From an optimization exercise on the open Yosys and OpenROAD flow, aimed at a short achievable clock period and few clock cycles; shortcuts taken in it are not production practice.
Function was checked by simulation only, so behaviour that the tests miss may differ from the original.
Power and IR drop assume default switching activity.

<file path="flow/design.v">
`timescale 1ns/1ps
module fetch_decode #(
	parameter logic [31:0] RESET_PC = '0
) (
	input logic clk,
	input logic rst_n,
	output logic fetch_req,
	output logic fetch_write,
	output logic [31:0] fetch_addr,
	output logic [31:0] fetch_wdata,
	input logic [31:0] fetch_rdata,
	input logic fetch_done,
	output logic issue_valid,
	output logic [3:0] issue_op,
	output logic [2:0] issue_rd,
	output logic [2:0] issue_ra,
	output logic [2:0] issue_rb,
	output logic [15:0] issue_imm,
	input logic issue_accept,
	input logic retire,
	output logic halted
);
	localparam int WORD_W = 32;
	localparam int NUM_REGS = 8;
	localparam int REG_IDX_W = 3;
	localparam int IMM_W = 16;
	localparam logic [31:0] INSTR_BYTES = 32'd4;
	localparam int OPC_HI = 31;
	localparam int OPC_LO = 28;
	localparam int RD_HI = 26;
	localparam int RD_LO = 24;
	localparam int RA_HI = 22;
	localparam int RA_LO = 20;
	localparam int RB_HI = 18;
	localparam int RB_LO = 16;
	localparam int IMM_HI = 15;
	localparam int IMM_LO = 0;
	localparam logic [3:0] OP_ADD  = 4'h0;
	localparam logic [3:0] OP_SUB  = 4'h1;
	localparam logic [3:0] OP_AND  = 4'h2;
	localparam logic [3:0] OP_OR   = 4'h3;
	localparam logic [3:0] OP_XOR  = 4'h4;
	localparam logic [3:0] OP_ADDI = 4'h5;
	localparam logic [3:0] OP_LDW  = 4'h6;
	localparam logic [3:0] OP_STW  = 4'h7;
	localparam logic [3:0] OP_NOP  = 4'h8;
	localparam logic [3:0] OP_HALT = 4'hf;
	localparam logic [1:0] APB_IDLE = 2'd0;
	localparam logic [1:0] APB_SETUP = 2'd1;
	localparam logic [1:0] APB_ACCESS = 2'd2;
	localparam logic [1:0] FD_FETCH = 2'd0;
	localparam logic [1:0] FD_WAIT_ISSUE = 2'd1;
	localparam logic [1:0] FD_HALTED = 2'd2;
	logic [1:0] state;
	logic [31:0] pc;
	logic [31:0] ir;
	logic outstanding;
	logic [OPC_HI-OPC_LO:0] raw_op;
	assign fetch_req = (state == FD_FETCH);
	assign fetch_write = 1'b0;
	assign fetch_addr = pc;
	assign fetch_wdata = '0;
	assign raw_op = ir[OPC_HI:OPC_LO];
	always_comb begin
		case (raw_op)
			OP_ADD, OP_SUB, OP_AND, OP_OR, OP_XOR,
			OP_ADDI, OP_LDW, OP_STW, OP_HALT: issue_op = raw_op;
			default: issue_op = OP_NOP;
		endcase
	end
	assign issue_rd = ir[RD_HI:RD_LO];
	assign issue_ra = ir[RA_HI:RA_LO];
	assign issue_rb = ir[RB_HI:RB_LO];
	assign issue_imm = ir[IMM_HI:IMM_LO];
	assign issue_valid = (state == FD_WAIT_ISSUE) && !outstanding;
	assign halted = (state == FD_HALTED);
	always_ff @(posedge clk) begin
		if (!rst_n) begin
			state <= FD_FETCH;
			pc <= RESET_PC;
			outstanding <= 1'b0;
		end else begin
			if (issue_accept)
				outstanding <= 1'b1;
			else if (retire)
				outstanding <= 1'b0;
			case (state)
				FD_FETCH: begin
					if (fetch_done)
						state <= FD_WAIT_ISSUE;
				end
				FD_WAIT_ISSUE: begin
					if (issue_accept) begin
						if (issue_op == OP_HALT) begin
							state <= FD_HALTED;
						end else begin
							state <= FD_FETCH;
							pc <= pc + INSTR_BYTES;
						end
					end
				end
				FD_HALTED: state <= FD_HALTED;
				default: state <= FD_FETCH;
			endcase
		end
	end
	always_ff @(posedge clk) begin
		if (state == FD_FETCH && fetch_done)
			ir <= fetch_rdata;
	end
endmodule
`timescale 1ns/1ps
module execute_unit (
	input logic clk,
	input logic rst_n,
	input logic issue_valid,
	input logic [3:0] issue_op,
	input logic [2:0] issue_rd,
	input logic [2:0] issue_ra,
	input logic [2:0] issue_rb,
	input logic [15:0] issue_imm,
	output logic issue_accept,
	output logic data_req,
	output logic data_write,
	output logic [31:0] data_addr,
	output logic [31:0] data_wdata,
	input logic [31:0] data_rdata,
	input logic data_done,
	output logic [2:0] rd_a_idx,
	output logic [2:0] rd_b_idx,
	input logic [31:0] rd_a_data,
	input logic [31:0] rd_b_data,
	output logic wb_valid,
	output logic [2:0] wb_rd,
	output logic [31:0] wb_data
);
	localparam int WORD_W = 32;
	localparam int NUM_REGS = 8;
	localparam int REG_IDX_W = 3;
	localparam int IMM_W = 16;
	localparam logic [31:0] INSTR_BYTES = 32'd4;
	localparam int OPC_HI = 31;
	localparam int OPC_LO = 28;
	localparam int RD_HI = 26;
	localparam int RD_LO = 24;
	localparam int RA_HI = 22;
	localparam int RA_LO = 20;
	localparam int RB_HI = 18;
	localparam int RB_LO = 16;
	localparam int IMM_HI = 15;
	localparam int IMM_LO = 0;
	localparam logic [3:0] OP_ADD  = 4'h0;
	localparam logic [3:0] OP_SUB  = 4'h1;
	localparam logic [3:0] OP_AND  = 4'h2;
	localparam logic [3:0] OP_OR   = 4'h3;
	localparam logic [3:0] OP_XOR  = 4'h4;
	localparam logic [3:0] OP_ADDI = 4'h5;
	localparam logic [3:0] OP_LDW  = 4'h6;
	localparam logic [3:0] OP_STW  = 4'h7;
	localparam logic [3:0] OP_NOP  = 4'h8;
	localparam logic [3:0] OP_HALT = 4'hf;
	localparam logic [1:0] APB_IDLE = 2'd0;
	localparam logic [1:0] APB_SETUP = 2'd1;
	localparam logic [1:0] APB_ACCESS = 2'd2;
	localparam logic [1:0] FD_FETCH = 2'd0;
	localparam logic [1:0] FD_WAIT_ISSUE = 2'd1;
	localparam logic [1:0] FD_HALTED = 2'd2;
	logic mem_req;
	logic mem_write;
	logic [31:0] mem_addr;
	logic [31:0] mem_wdata;
	logic [2:0] ld_rd;
	logic is_mem;
	logic writes_rd;
	logic [31:0] imm_ext;
	logic [31:0] addr_sum;
	logic [31:0] alu_res;
	assign rd_a_idx = issue_ra;
	assign rd_b_idx = issue_rb;
	assign issue_accept = issue_valid && !mem_req && !wb_valid;
	assign data_req = mem_req;
	assign data_write = mem_write;
	assign data_addr = mem_addr;
	assign data_wdata = mem_wdata;
	assign is_mem = (issue_op == OP_LDW) || (issue_op == OP_STW);
	assign writes_rd = (issue_op == OP_ADD) || (issue_op == OP_SUB) ||
		(issue_op == OP_AND) || (issue_op == OP_OR) ||
		(issue_op == OP_XOR) || (issue_op == OP_ADDI);
	assign imm_ext = {{(WORD_W-IMM_W){issue_imm[IMM_W-1]}}, issue_imm};
	assign addr_sum = rd_a_data + imm_ext;
	always_comb begin
		case (issue_op)
			OP_ADD:  alu_res = rd_a_data + rd_b_data;
			OP_SUB:  alu_res = rd_a_data - rd_b_data;
			OP_AND:  alu_res = rd_a_data & rd_b_data;
			OP_OR:   alu_res = rd_a_data | rd_b_data;
			OP_XOR:  alu_res = rd_a_data ^ rd_b_data;
			OP_ADDI: alu_res = addr_sum;
			default: alu_res = '0;
		endcase
	end
	always_ff @(posedge clk) begin
		if (!rst_n) begin
			mem_req <= 1'b0;
			wb_valid <= 1'b0;
		end else begin
			wb_valid <= 1'b0;
			if (issue_accept) begin
				if (is_mem)
					mem_req <= 1'b1;
				else
					wb_valid <= 1'b1;
			end else if (mem_req && data_done) begin
				mem_req <= 1'b0;
				wb_valid <= 1'b1;
			end
		end
	end
	always_ff @(posedge clk) begin
		if (issue_accept) begin
			wb_rd <= writes_rd ? issue_rd : '0;
			wb_data <= alu_res;
			mem_write <= (issue_op == OP_STW);
			mem_addr <= addr_sum;
			mem_wdata <= rd_b_data;
			ld_rd <= (issue_op == OP_LDW) ? issue_rd : '0;
		end else if (mem_req && data_done) begin
			wb_rd <= ld_rd;
			wb_data <= data_rdata;
		end
	end
endmodule
`timescale 1ns/1ps
module reg_result (
	input logic clk,
	input logic rst_n,
	input logic [2:0] rd_a_idx,
	input logic [2:0] rd_b_idx,
	output logic [31:0] rd_a_data,
	output logic [31:0] rd_b_data,
	input logic wb_valid,
	input logic [2:0] wb_rd,
	input logic [31:0] wb_data,
	output logic retire
);
	localparam int WORD_W = 32;
	localparam int NUM_REGS = 8;
	localparam int REG_IDX_W = 3;
	localparam int IMM_W = 16;
	localparam logic [31:0] INSTR_BYTES = 32'd4;
	localparam int OPC_HI = 31;
	localparam int OPC_LO = 28;
	localparam int RD_HI = 26;
	localparam int RD_LO = 24;
	localparam int RA_HI = 22;
	localparam int RA_LO = 20;
	localparam int RB_HI = 18;
	localparam int RB_LO = 16;
	localparam int IMM_HI = 15;
	localparam int IMM_LO = 0;
	localparam logic [3:0] OP_ADD  = 4'h0;
	localparam logic [3:0] OP_SUB  = 4'h1;
	localparam logic [3:0] OP_AND  = 4'h2;
	localparam logic [3:0] OP_OR   = 4'h3;
	localparam logic [3:0] OP_XOR  = 4'h4;
	localparam logic [3:0] OP_ADDI = 4'h5;
	localparam logic [3:0] OP_LDW  = 4'h6;
	localparam logic [3:0] OP_STW  = 4'h7;
	localparam logic [3:0] OP_NOP  = 4'h8;
	localparam logic [3:0] OP_HALT = 4'hf;
	localparam logic [1:0] APB_IDLE = 2'd0;
	localparam logic [1:0] APB_SETUP = 2'd1;
	localparam logic [1:0] APB_ACCESS = 2'd2;
	localparam logic [1:0] FD_FETCH = 2'd0;
	localparam logic [1:0] FD_WAIT_ISSUE = 2'd1;
	localparam logic [1:0] FD_HALTED = 2'd2;
	logic [31:0] regs [NUM_REGS];
	assign rd_a_data = (rd_a_idx == '0) ? '0 : regs[rd_a_idx];
	assign rd_b_data = (rd_b_idx == '0) ? '0 : regs[rd_b_idx];
	always_ff @(posedge clk) begin
		if (!rst_n) begin
			for (int i = 0; i < NUM_REGS; i++)
				regs[i] <= '0;
			retire <= 1'b0;
		end else begin
			retire <= wb_valid;
			if (wb_valid && wb_rd != '0)
				regs[wb_rd] <= wb_data;
		end
	end
endmodule
`timescale 1ns/1ps
module mem_bus_guard (
	input logic clk,
	input logic rst_n,
	input logic fetch_req,
	input logic fetch_write,
	input logic [31:0] fetch_addr,
	input logic [31:0] fetch_wdata,
	output logic [31:0] fetch_rdata,
	output logic fetch_done,
	input logic data_req,
	input logic data_write,
	input logic [31:0] data_addr,
	input logic [31:0] data_wdata,
	output logic [31:0] data_rdata,
	output logic data_done,
	output logic psel,
	output logic penable,
	output logic pwrite,
	output logic [31:0] paddr,
	output logic [31:0] pwdata,
	input logic [31:0] prdata,
	input logic pready
);
	localparam int WORD_W = 32;
	localparam int NUM_REGS = 8;
	localparam int REG_IDX_W = 3;
	localparam int IMM_W = 16;
	localparam logic [31:0] INSTR_BYTES = 32'd4;
	localparam int OPC_HI = 31;
	localparam int OPC_LO = 28;
	localparam int RD_HI = 26;
	localparam int RD_LO = 24;
	localparam int RA_HI = 22;
	localparam int RA_LO = 20;
	localparam int RB_HI = 18;
	localparam int RB_LO = 16;
	localparam int IMM_HI = 15;
	localparam int IMM_LO = 0;
	localparam logic [3:0] OP_ADD  = 4'h0;
	localparam logic [3:0] OP_SUB  = 4'h1;
	localparam logic [3:0] OP_AND  = 4'h2;
	localparam logic [3:0] OP_OR   = 4'h3;
	localparam logic [3:0] OP_XOR  = 4'h4;
	localparam logic [3:0] OP_ADDI = 4'h5;
	localparam logic [3:0] OP_LDW  = 4'h6;
	localparam logic [3:0] OP_STW  = 4'h7;
	localparam logic [3:0] OP_NOP  = 4'h8;
	localparam logic [3:0] OP_HALT = 4'hf;
	localparam logic [1:0] APB_IDLE = 2'd0;
	localparam logic [1:0] APB_SETUP = 2'd1;
	localparam logic [1:0] APB_ACCESS = 2'd2;
	localparam logic [1:0] FD_FETCH = 2'd0;
	localparam logic [1:0] FD_WAIT_ISSUE = 2'd1;
	localparam logic [1:0] FD_HALTED = 2'd2;
	logic [1:0] state;
	logic sel_data;
	logic done_r;
	logic [31:0] rdata_r;
	logic data_elig;
	logic fetch_elig;
	logic start;
	assign data_elig = data_req && !(done_r && sel_data);
	assign fetch_elig = fetch_req && !(done_r && !sel_data);
	assign start = (state == APB_IDLE) && (data_elig || fetch_elig);
	assign psel = (state != APB_IDLE);
	assign penable = (state == APB_ACCESS);
	assign data_done = done_r && sel_data;
	assign fetch_done = done_r && !sel_data;
	assign data_rdata = rdata_r;
	assign fetch_rdata = rdata_r;
	always_ff @(posedge clk) begin
		if (!rst_n) begin
			state <= APB_IDLE;
			sel_data <= 1'b0;
			pwrite <= 1'b0;
			done_r <= 1'b0;
		end else begin
			done_r <= 1'b0;
			case (state)
				APB_IDLE: begin
					if (start) begin
						sel_data <= data_elig;
						pwrite <= data_elig ? data_write : fetch_write;
						state <= APB_SETUP;
					end
				end
				APB_SETUP: state <= APB_ACCESS;
				APB_ACCESS: begin
					if (pready) begin
						state <= APB_IDLE;
						done_r <= 1'b1;
					end
				end
				default: state <= APB_IDLE;
			endcase
		end
	end
	always_ff @(posedge clk) begin
		if (start) begin
			paddr <= data_elig ? data_addr : fetch_addr;
			pwdata <= data_elig ? data_wdata : fetch_wdata;
		end
		if (state == APB_ACCESS && pready)
			rdata_r <= prdata;
	end
endmodule
`timescale 1ns/1ps
module cpu_top #(
	parameter logic [31:0] RESET_PC = 32'h0000_0000
) (
	input logic clk,
	input logic rst_n,
	output logic halted,
	output logic psel,
	output logic penable,
	output logic pwrite,
	output logic [31:0] paddr,
	output logic [31:0] pwdata,
	input logic [31:0] prdata,
	input logic pready
);
	logic [2:0] rd_a_idx;
	logic [2:0] rd_b_idx;
	logic [31:0] rd_a_data;
	logic [31:0] rd_b_data;
	logic wb_valid;
	logic [2:0] wb_rd;
	logic [31:0] wb_data;
	logic retire;
	logic fetch_req;
	logic fetch_write;
	logic [31:0] fetch_addr;
	logic [31:0] fetch_wdata;
	logic [31:0] fetch_rdata;
	logic fetch_done;
	logic data_req;
	logic data_write;
	logic [31:0] data_addr;
	logic [31:0] data_wdata;
	logic [31:0] data_rdata;
	logic data_done;
	logic issue_valid;
	logic [3:0] issue_op;
	logic [2:0] issue_rd;
	logic [2:0] issue_ra;
	logic [2:0] issue_rb;
	logic [15:0] issue_imm;
	logic issue_accept;
	fetch_decode #(
		.RESET_PC(RESET_PC)
	) i_fetch_decode (
		.clk(clk),
		.rst_n(rst_n),
		.fetch_req(fetch_req),
		.fetch_write(fetch_write),
		.fetch_addr(fetch_addr),
		.fetch_wdata(fetch_wdata),
		.fetch_rdata(fetch_rdata),
		.fetch_done(fetch_done),
		.issue_valid(issue_valid),
		.issue_op(issue_op),
		.issue_rd(issue_rd),
		.issue_ra(issue_ra),
		.issue_rb(issue_rb),
		.issue_imm(issue_imm),
		.issue_accept(issue_accept),
		.retire(retire),
		.halted(halted)
	);
	execute_unit i_execute_unit (
		.clk(clk),
		.rst_n(rst_n),
		.issue_valid(issue_valid),
		.issue_op(issue_op),
		.issue_rd(issue_rd),
		.issue_ra(issue_ra),
		.issue_rb(issue_rb),
		.issue_imm(issue_imm),
		.issue_accept(issue_accept),
		.data_req(data_req),
		.data_write(data_write),
		.data_addr(data_addr),
		.data_wdata(data_wdata),
		.data_rdata(data_rdata),
		.data_done(data_done),
		.rd_a_idx(rd_a_idx),
		.rd_b_idx(rd_b_idx),
		.rd_a_data(rd_a_data),
		.rd_b_data(rd_b_data),
		.wb_valid(wb_valid),
		.wb_rd(wb_rd),
		.wb_data(wb_data)
	);
	reg_result i_reg_result (
		.clk(clk),
		.rst_n(rst_n),
		.rd_a_idx(rd_a_idx),
		.rd_b_idx(rd_b_idx),
		.rd_a_data(rd_a_data),
		.rd_b_data(rd_b_data),
		.wb_valid(wb_valid),
		.wb_rd(wb_rd),
		.wb_data(wb_data),
		.retire(retire)
	);
	mem_bus_guard i_mem_bus_guard (
		.clk(clk),
		.rst_n(rst_n),
		.fetch_req(fetch_req),
		.fetch_write(fetch_write),
		.fetch_addr(fetch_addr),
		.fetch_wdata(fetch_wdata),
		.fetch_rdata(fetch_rdata),
		.fetch_done(fetch_done),
		.data_req(data_req),
		.data_write(data_write),
		.data_addr(data_addr),
		.data_wdata(data_wdata),
		.data_rdata(data_rdata),
		.data_done(data_done),
		.psel(psel),
		.penable(penable),
		.pwrite(pwrite),
		.paddr(paddr),
		.pwdata(pwdata),
		.prdata(prdata),
		.pready(pready)
	);
endmodule
</file>
<file path="flow/run.sh">
#!/bin/bash
# synth_recipe.tcl (not shown) runs the flow's synth.tcl, then flattens the netlist and writes it again
# the make line also repeats each setting of config.mk as NAME=value (left out here)
make -C /OpenROAD-flow-scripts/flow DESIGN_CONFIG=/design/flow/config.mk WORK_HOME=/design/flow/orfs CLKGATE_MAP_FILE= SYNTH_SCRIPT=/design/flow/synth_recipe.tcl finish
</file>
<file path="flow/config.mk">
export PLATFORM = sky130hd
export DESIGN_NAME = cpu_top
export DESIGN_NICKNAME = cpu_top
export VERILOG_FILES = /design/flow/design.v
export SDC_FILE = /design/flow/constraint.sdc
export NUM_CORES = 4
export LEC_CHECK = 0
export CAP_MARGIN = 20
export CORE_MARGIN = 2
export CORE_UTILIZATION = 40
export SLEW_MARGIN = 20
</file>
<file path="flow/constraint.sdc">
create_clock -name core_clock -period 7.0 [get_ports {clk}]
set_input_delay 1.4000 -clock core_clock [delete_from_list [all_inputs] [get_ports {clk}]]
set_output_delay 1.4000 -clock core_clock [all_outputs]
set_load 0.01 [all_outputs]
</file>
==> run_results.csv <==
group,metric,value,unit
outcome,status,"timing/DRC/antenna clean",
setup_path,crit_top_cell,"o21ai_0",
cts,cts_tree,"built",
power,p_per_area,232,nW/µm²
route,drc,0,
logic_synthesis,syn_area_per_cell,12.7,µm²
timing,fmax,0.170,GHz
placement,io_buffers,102,
cts,ctsHoldBuffers,0,
grt,grt_first_pass_wirelength,123000,µm
finish,drive_gt1_frac,0.141,
cts,clockBufferDepth,3,
setup_path,cp_slowest_cell,"buf_4",
power,p_seq_frac,0.481,
timing,timing.final.ws_setup,1.12,ns
timing,fin_crit_sh,0.840,
setup_path,path_class,"reg2reg",
timing,clock_skew,0.0174,ns
cts,cts_max_level,2,
timing,rsz0062_at_grt,"no",
setup_path,cpPeakStageDelay,0.80,ns
floorplan,start_util,0.402,
finish,area_delta_synth_final,14.8,%
worst_hold_path,hold_path.class,"reg2reg",
setup_path,rr_worst_depth,17,
timing,slew_headroom,0.298,
route,wl_per_cell,24.1,µm
cts,post_cts_buffers,0,
logic_synthesis,synth_edf_count,484,
floorplan,io_pins,103,
grt,grt_pass1_vias,19339,
setup_path,end_kind,"register",
route,drtPass1Iterations,5,
power,p_leak,12.3,nW
route,viasPerCell,5.64,
power,switchingPower,1.86,mW
cts,clk_pin_slew,0.07,ns
timing,hold_violations,0,
cts,worstSkewPairLatency,0.62,ns
placement,gp_congestion,0.950,
setup_path,worstPathArrival,6.21,ns
setup_path,path_buf_inv,1,
logic_synthesis,synth.distinct_cells,73,
placement,post-place-ws,1.17,ns
setup_path,crit_fanout,44,
route,ant_nets,0,
logic_synthesis,synth_seq_area_share,0.540,
timing,worst_slew_pin_slew,1.05,ns
floorplan,dieWidth,272,µm
logic_synthesis,postSynthCellCount,2264,
setup_path,crit_path_start_kind,"register",
timing,fin_setup_tns,0,ns
grt,grt-ovfl-total,0,
logic_synthesis,synth_ff_type,"edfxtp_1",
logic_synthesis,netlist_area,28600,µm²
grt,grt_antenna_before_repair,0,
floorplan,die_h,272,µm
grt,grt_max_degree,72,
route,wl_met3,5810,µm
finish,layout_common_cells,"edfxtp_1, and2_1, nand2_1",
finish,nets,2552,
setup_path,path_cells,"buf_4 -> mux4_2 -> a22o_1 -> nor2_1 -> a31oi_1 -> a21oi_1 -> xnor2_1 -> ha_1 -> a21oi_1 -> o21ai_0 -> nand3_1 -> nand2_1 -> a2111oi_0 -> o21ai_0 -> xor2_1 -> a221oi_1 -> o21ai_0",
route,first_iter_violations,1958,
timing,finalMaxSlewViolations,0,
floorplan,placementRows,98,
setup_path,worstPathRequired,7.33,ns
power,ir_drop,0.171,mV
finish,layout_commonest_cell,"edfxtp_1",
setup_path,cp_top_family,"compound AO/OA/AOI/OAI gates",
timing,final.min_clock_period,5.88,ns
logic_synthesis,ys_warn_count,4,
timing,setup_viol,0,
logic_synthesis,synth-seq-cells,531,
route,wl_met1,35200,µm
route,routed_wl,81500,µm
grt,grt_use_total,0.221,
logic_synthesis,async_reset_ff_frac,0,
setup_path,cp-endpoint,"i_execute_unit.wb_data[23]",
cts,numClockSinks,531,
route,wl_met2,38600,µm
cts,cts_buffers,55,
floorplan,dieArea,73800,µm²
power,p_sw_frac,0.244,
route,vias,19077,
cts,cts_root_buf,"clkbuf_16",
setup_path,r2r_end,"i_execute_unit.wb_data[23]",
setup_path,path_depth,17,
power,combPwrFrac,0.118,
cts,cts_resized,0,
setup_path,ff2ff_setup_slack,1.12,ns
placement,dp_hpwl,55900,µm
flow_run,cap_violations,0,
power,internal_power,5.77,mW
route,top_layer_used,"met4",
power,p_clk_frac,0.401,
floorplan,coreArea,71200,µm²
[metrics by stage]
step           hold WS (ns)  power [mW]  cells  area, µm²  utilization
6_report              0.460        7.63   3384      32900        0.462
3_5_place_dp          0.452        4.63   3279      31000        0.435
5_1_grt               0.479        7.87   3383      32900        0.462
3_3_place_gp          0.454        4.61   3279      31000        0.435
2_1_floorplan         0.417        4.28   2295      28800            -
4_1_cts               0.465        7.67   3383      32900        0.462
[layer usage]
| metal | global-route usage | vias up |
|---|---|---|
| met5 | 0 | - |
| met4 | 0.0610 | 0 |
| met3 | 0.0332 | 111 |
| met2 | 0.362 | 736 |
| met1 | 0.306 | 9578 |
| li1 | - | 8652 |
[registers in the layout, indices dropped and copies added, names as in the netlist, 2 cells and up, named ones only]
register	cells
i_execute_unit.ld_rd	3
i_execute_unit.mem_addr	32
i_execute_unit.mem_wdata	32
i_execute_unit.wb_data	32
i_execute_unit.wb_rd	3
i_fetch_decode.ir	29
i_fetch_decode.pc	30
i_fetch_decode.state	2
i_mem_bus_guard.paddr	32
i_mem_bus_guard.pwdata	32
i_mem_bus_guard.rdata_r	32
i_mem_bus_guard.state	2
i_reg_result.regs	256
[final cells by class]
class                           instances  area, µm²
Timing Repair Buffer                  146       1350
Antenna cell                            1       2.50
Fill cell                            6349      38400
Clock buffer                           70       1500
Inverter                               89        334
Clock inverter                         34        372
Multi-Input combinational cell       1563      12600
Sequential cell                       531      15500
Tap cell                              950       1190
[synthesized netlist by cell type (6+ instances only)]
cell type | count | area [µm²]
nor2_1 | 130 | 488
o22ai_1 | 8 | 50.1
nand4_1 | 8 | 50.1
a21o_1 | 34 | 255
or3_1 | 14 | 87.6
a31oi_1 | 7 | 43.8
nand3_1 | 30 | 150
o31ai_1 | 15 | 113
nand2b_1 | 61 | 382
xor2_1 | 38 | 333
buf_1 | 9 | 33.8
o211ai_1 | 6 | 45.0
and2_1 | 265 | 1660
mux4_2 | 128 | 2880
nand2_1 | 149 | 559
a21oi_1 | 114 | 571
edfxtp_1 | 484 | 14500
a221o_1 | 10 | 100
a221oi_1 | 31 | 272
ha_1 | 129 | 1610
o21a_1 | 6 | 45.0
nor2b_1 | 13 | 81.3
clkbuf_1 | 93 | 349
buf_2 | 7 | 35.0
mux2i_1 | 22 | 220
a22o_1 | 10 | 87.6
xnor2_1 | 63 | 552
a211oi_1 | 9 | 67.6
mux2_2 | 35 | 394
dfxtp_1 | 47 | 941
inv_1 | 88 | 330
o21ai_0 | 87 | 435
and3_1 | 15 | 93.8
nor3_1 | 21 | 105
[worst register-to-register path: stages (launching register included)]
cell	delay [ns]
dfxtp_4	0.63
buf_4	0.83
mux4_2	0.62
a22o_1	0.32
nor2_1	0.25
a31oi_1	0.17
a21oi_1	0.21
xnor2_1	0.17
ha_1	0.32
a21oi_1	0.17
o21ai_0	0.11
nand3_1	0.14
nand2_1	0.08
a2111oi_0	0.55
o21ai_0	0.24
xor2_1	0.19
a221oi_1	0.45
o21ai_0	0.15
[logic make-up after synthesis]
family	count (synthesis)	synth area share
xor+xnor	102	0.0315
mux	185	0.122
other cells	1	0.000131
simple gates	730	0.134
flops	531	0.540
compound gates	383	0.0868
fa+ha+maj	131	0.0577
buf+inv	201	0.0273
[worst min-delay path by stage]
stage,start,cells after the start,end
after floorplan,i_mem_bus_guard.rdata_r[25],0,i_fetch_decode.ir[25]
after global placement,i_fetch_decode.outstanding,2,i_fetch_decode.outstanding
after detailed placement,i_mem_bus_guard.rdata_r[4],0,i_fetch_decode.ir[4]
after CTS,i_mem_bus_guard.rdata_r[4],0,i_fetch_decode.ir[4]
after global routing,i_mem_bus_guard.rdata_r[3],0,i_fetch_decode.ir[3]
final,i_mem_bus_guard.rdata_r[4],0,i_fetch_decode.ir[4]
[power groups by stage]
stage,sequential [mW],clock [mW],combinational (mW)
global placement,3.74,0,0.873
detailed placement,3.74,0,0.887
finish,3.67,3.06,0.898
global route,3.69,3.21,0.973
floorplan,3.75,0,0.531
CTS,3.68,3.10,0.893
Testbench counts, summed over its fixed seeds: cycles 276,546.

[re-timing with driven ports]
The flow's constraints put no driver on any port. The routed layout listed below was extracted and timed again, unchanged, in two steps. Step 1, drivers: a clkbuf_16 drives clk and a buf_2 each remaining input, both assumed. Step 2, shift: input delay + t, output delay - t, t = (earliest + latest rising clock arrival at the registers) / 2. This alone moves slack from input paths to output paths. Slacks: ideal ports / drivers / drivers and shift; pairs: ideal ports / drivers.
shift t [ns]: 0.677
setup slack, ns: 1.123 / 1.123 / 1.123
clock arrival spread, ns: 0.017 / 0.017
worst slew at a driven data input, ns: 0.04
After both steps this run still meets setup and hold. For this run, drivers alone change the setup slack by 0.000 ns; drivers and shift together by 0.000 ns.
